Background: an optimization exercise with open tools, aiming at small area. Do not read the settings as production practice.
Function was checked by simulation only, so behaviour that the tests miss may differ from the original.
Power figures rest on the tool's default switching activity, not on a simulated workload.

==> trial 6: inputs <==
// sudoku_game
module sudoku_game (
	input logic CLOCK_50,
	input logic resetn,
	input logic [8:0] keys_i,
	output logic [6:0] hex_row_o,
	output logic [6:0] hex_col_o,
	output logic [3:0] cell_digit_o,
	output logic cell_wrong_o,
	output logic solved_o
);
==> module board_status, before the edit <==
module board_status (
	input logic CLOCK_50,
	input logic resetn,
	input logic fresh_i,
	input logic [8:0][3:0] row_pick_i,
	input logic [8:0] row_open_i,
	input logic [8:0] row_hit_i,
	input logic [8:0] col_hit_i,
	input logic wr_i,
	input logic [3:0] dig_i,
	output logic [3:0] sel_raw_o,
	output logic solved_o,
	output logic [3:0] cell_digit_o,
	output logic cell_wrong_o
);
localparam int GRID_N = 9;
localparam int DIGIT_W = 4;
localparam int POS_W = 4;
localparam logic [POS_W-1:0] CURSOR_HOME = 4'd4;
localparam logic [GRID_N*GRID_N*DIGIT_W-1:0] PUZZLE = {
	36'h900020401,
	36'h005090020,
	36'h040100097,
	36'h500001000,
	36'h000000002,
	36'h400570309,
	36'h053002180,
	36'h000000000,
	36'h002800003
};
localparam logic [GRID_N*GRID_N*DIGIT_W-1:0] SOLUTION = {
	36'h987625431,
	36'h315497628,
	36'h246138597,
	36'h539281746,
	36'h671349852,
	36'h428576319,
	36'h753962184,
	36'h894713265,
	36'h162854973
};
localparam int K_UP = 8;
localparam int K_DOWN = 7;
localparam int K_LEFT = 6;
localparam int K_RIGHT = 5;
localparam int K_ERASE = 4;
function automatic logic [3:0] puzzle_at(input int r, input int c);
	puzzle_at = PUZZLE[(GRID_N*GRID_N-1-(r*GRID_N+c))*DIGIT_W +: DIGIT_W];
endfunction
function automatic logic [3:0] answer_at(input int r, input int c);
	answer_at = SOLUTION[(GRID_N*GRID_N-1-(r*GRID_N+c))*DIGIT_W +: DIGIT_W];
endfunction
	logic [3:0] sel, ans;
	logic open_cell;
	logic [GRID_N*4-1:0] ans_pick;
	logic any_hit;
	function automatic logic open_bit_is(input int r, input int c, input int b, input logic v);
		logic [3:0] a;
		a = answer_at(r, c);
		open_bit_is = (puzzle_at(r, c) == 4'd0) && (a[b] == v);
	endfunction
	function automatic logic use_ones(input int r, input int b);
		int n1, n0;
		n1 = 0;
		n0 = 0;
		for (int c = 0; c < GRID_N; c++) begin
			if (open_bit_is(r, c, b, 1'b1))
				n1 = n1 + 1;
			if (open_bit_is(r, c, b, 1'b0))
				n0 = n0 + 1;
		end
		use_ones = (n1 <= n0);
	endfunction
	always_comb begin
		sel_raw_o = '0;
		ans = '0;
		open_cell = 1'b0;
		for (int r = 0; r < GRID_N; r++) begin
			for (int b = 0; b < 4; b++) begin
				any_hit = 1'b0;
				for (int c = 0; c < GRID_N; c++)
					if (open_bit_is(r, c, b, use_ones(r, b)))
						any_hit = any_hit | col_hit_i[c];
				ans_pick[r*4+b] = use_ones(r, b) ? any_hit : !any_hit;
			end
			sel_raw_o = sel_raw_o | (row_pick_i[r] & {4{row_hit_i[r]}});
			ans = ans | (ans_pick[r*4 +: 4] & {4{row_hit_i[r]}});
			open_cell = open_cell | (row_open_i[r] & row_hit_i[r]);
		end
	end
	assign sel = fresh_i ? 4'd0 : sel_raw_o;
	logic [5:0] wrong_n;
	logic fix, unfix;
	assign fix = wr_i && (dig_i != 4'd0) && (sel_raw_o == 4'd0) && (dig_i == ans);
	assign unfix = wr_i && (dig_i == 4'd0) && open_cell && (sel_raw_o == ans);
	always_ff @(posedge CLOCK_50 or negedge resetn) begin
		if (!resetn) begin
			wrong_n <= 6'd54;
		end else if (fix) begin
			wrong_n <= wrong_n - 1'b1;
		end else if (unfix) begin
			wrong_n <= wrong_n + 1'b1;
		end
	end
	always_ff @(posedge CLOCK_50 or negedge resetn) begin
		if (!resetn) begin
			cell_digit_o <= '0;
			cell_wrong_o <= 1'b0;
			solved_o <= 1'b0;
		end else begin
			cell_digit_o <= sel;
			cell_wrong_o <= open_cell && (sel != 4'd0) && (sel != ans);
			if (wrong_n == 6'd0)
				solved_o <= 1'b1;
		end
	end
endmodule
clock: 10.0 ns
lec_check: 0
cap_margin: 0
core_margin: 2
core_utilization: 55
gpl_timing_driven: 0
slew_margin: 0
synth_hierarchical: 1
synth_minimum_keep_size: 0
standard.sh (not shown) runs the stock make flow with config.mk's settings and CLKGATE_MAP_FILE= SYNTH_SCRIPT=/design/flow/synth_recipe.tcl, a recipe that flattens the netlist after the stock synthesis.
==> flow/flow/run.sh <==
#!/bin/bash
# Standard layout, with the smallest port buffers and a clock tree of
# small buffers in clusters of up to 8 flip-flops, without dummy loads.
set -e
export BUFFER_PORTS_ARGS="-buffer_cell sky130_fd_sc_hd__buf_1"
export CTS_ARGS="-sink_clustering_enable -repair_clock_nets -dont_use_dummy_load -buf_list sky130_fd_sc_hd__clkbuf_4 -sink_clustering_size 8 -sink_clustering_max_diameter 100"
bash standard.sh > standard.log 2>&1
==> trial 68 (differences from trial 6) <==
--- a/flow/design.v
+++ b/flow/design.v
@@ -317,23 +317,5 @@
 	logic [3:0] sel, ans;
 	logic open_cell;
-	logic [GRID_N*4-1:0] ans_pick;
-	logic any_hit;
-	function automatic logic open_bit_is(input int r, input int c, input int b, input logic v);
-		logic [3:0] a;
-		a = answer_at(r, c);
-		open_bit_is = (puzzle_at(r, c) == 4'd0) && (a[b] == v);
-	endfunction
-	function automatic logic use_ones(input int r, input int b);
-		int n1, n0;
-		n1 = 0;
-		n0 = 0;
-		for (int c = 0; c < GRID_N; c++) begin
-			if (open_bit_is(r, c, b, 1'b1))
-				n1 = n1 + 1;
-			if (open_bit_is(r, c, b, 1'b0))
-				n0 = n0 + 1;
-		end
-		use_ones = (n1 <= n0);
-	endfunction
+	logic [GRID_N-1:0][3:0] ans_pick;
 	always_comb begin
 		sel_raw_o = '0;
@@ -341,13 +323,10 @@
 		open_cell = 1'b0;
 		for (int r = 0; r < GRID_N; r++) begin
-			for (int b = 0; b < 4; b++) begin
-				any_hit = 1'b0;
-				for (int c = 0; c < GRID_N; c++)
-					if (open_bit_is(r, c, b, use_ones(r, b)))
-						any_hit = any_hit | col_hit_i[c];
-				ans_pick[r*4+b] = use_ones(r, b) ? any_hit : !any_hit;
-			end
+			ans_pick[r] = '0;
+			for (int c = 0; c < GRID_N; c++)
+				if (puzzle_at(r, c) == 4'd0)
+					ans_pick[r] = ans_pick[r] | (answer_at(r, c) & {4{col_hit_i[c]}});
 			sel_raw_o = sel_raw_o | (row_pick_i[r] & {4{row_hit_i[r]}});
-			ans = ans | (ans_pick[r*4 +: 4] & {4{row_hit_i[r]}});
+			ans = ans | (ans_pick[r] & {4{row_hit_i[r]}});
 			open_cell = open_cell | (row_open_i[r] & row_hit_i[r]);
 		end
==> flow/run.sh (new file) <==
#!/bin/bash
# synth_recipe.tcl (not shown) runs the flow's synth.tcl, then flattens the netlist and writes it again
# the make line also repeats each setting of config.mk as NAME=value (left out here)
make -C /OpenROAD-flow-scripts/flow DESIGN_CONFIG=/design/flow/config.mk WORK_HOME=/design/flow/orfs CLKGATE_MAP_FILE= SYNTH_SCRIPT=/design/flow/synth_recipe.tcl finish
removed: flow/flow/run.sh
removed: flow/standard.sh
==> comparison <==
Of trial 68 and trial 6, trial 68 has the higher die area (gap 0.42%, measured against trial 6). In trial 68 the first-iteration DRC count is smaller than in trial 6, by about 9%. Of trial 68 and trial 6, trial 6 has the higher global-route usage (gap 1.2 points). Between trial 68 and trial 6, the lower synthesized cell count is in trial 6 (gap 1.0%, measured against trial 6). Against trial 68, the utilization of trial 6 is lower by 3.5 points. Against trial 68, the final cell count of trial 6 is lower by 1.1%. Non-clock buffer count: trial 6 is lower than trial 68 (2). Of trial 6 and trial 68, trial 6 has the higher via count (gap 0.47%, measured against trial 68).
==> figures <==
Multi-input gate share of total cell area: trial 68 25.9%; trial 6 27.0%
Initial antenna violation count: trial 68 0; trial 6 1
Number of cells on the critical path: trial 68 19; trial 6 16
Hold-critical path endpoint: trial 68 cursor_control_i.dig_o[3]; trial 6 cursor_control_i.lcol_q[2]
Number of non-clock buffers in the layout: trial 68 74; trial 6 72
Largest stage delay on the critical path: trial 68 0.65 ns; trial 6 0.58 ns
Crit path setup slack, layout: trial 68 4.63 ns; trial 6 4.71 ns
Outcome: trial 68 no timing/DRC/antenna violations; trial 6 no timing/DRC/antenna violations
Net Count, Synth: trial 68 810; trial 6 802
Critical path peak fanout: trial 68 10; trial 6 39
Count of fill cells added during filler insertion: trial 68 1488; trial 6 1517
Static power due to leakage: trial 68 0.00447 µW; trial 6 0.00419 µW
Origin of the worst min-delay path: trial 68 cursor_control_i.kdig_q[3]; trial 6 cursor_control_i.col_q[2]
Finished Layout Cells: trial 68 1144; trial 6 1131
Sum of routed wire segments on met1: trial 68 11200 µm; trial 6 10900 µm
Total placed instance area: trial 68 11900 µm²; trial 6 11700 µm²
Number of buffers and inverters on the critical path: trial 68 3; trial 6 0

-- afterwards: timing with drivers on the ports --
No port has a modelled driver above. Below, the same layouts with a new extraction and two added sets of constraints.
Step 1 assumes that a clkbuf_16 drives the clock port and a buf_2 every other input.
Step 2 moves the port delays by t, midway between the first and last clock arrival at a register: inputs arrive t later, outputs are due t later. That takes back most of the time a late clock gives input paths.
Three values: ideal, step 1, step 2; two values: the first two.
| run | t (ns) | slack for setup (ns) | cell pins on the clock port's net |
|---|---|---|---|
| trial 6 | 0.643 | 4.707 / 4.707 / 4.707 | 1 |
| trial 68 | 0.566 | 4.634 / 4.634 / 4.634 | 1 |
After both steps setup and hold are still met in every run listed.
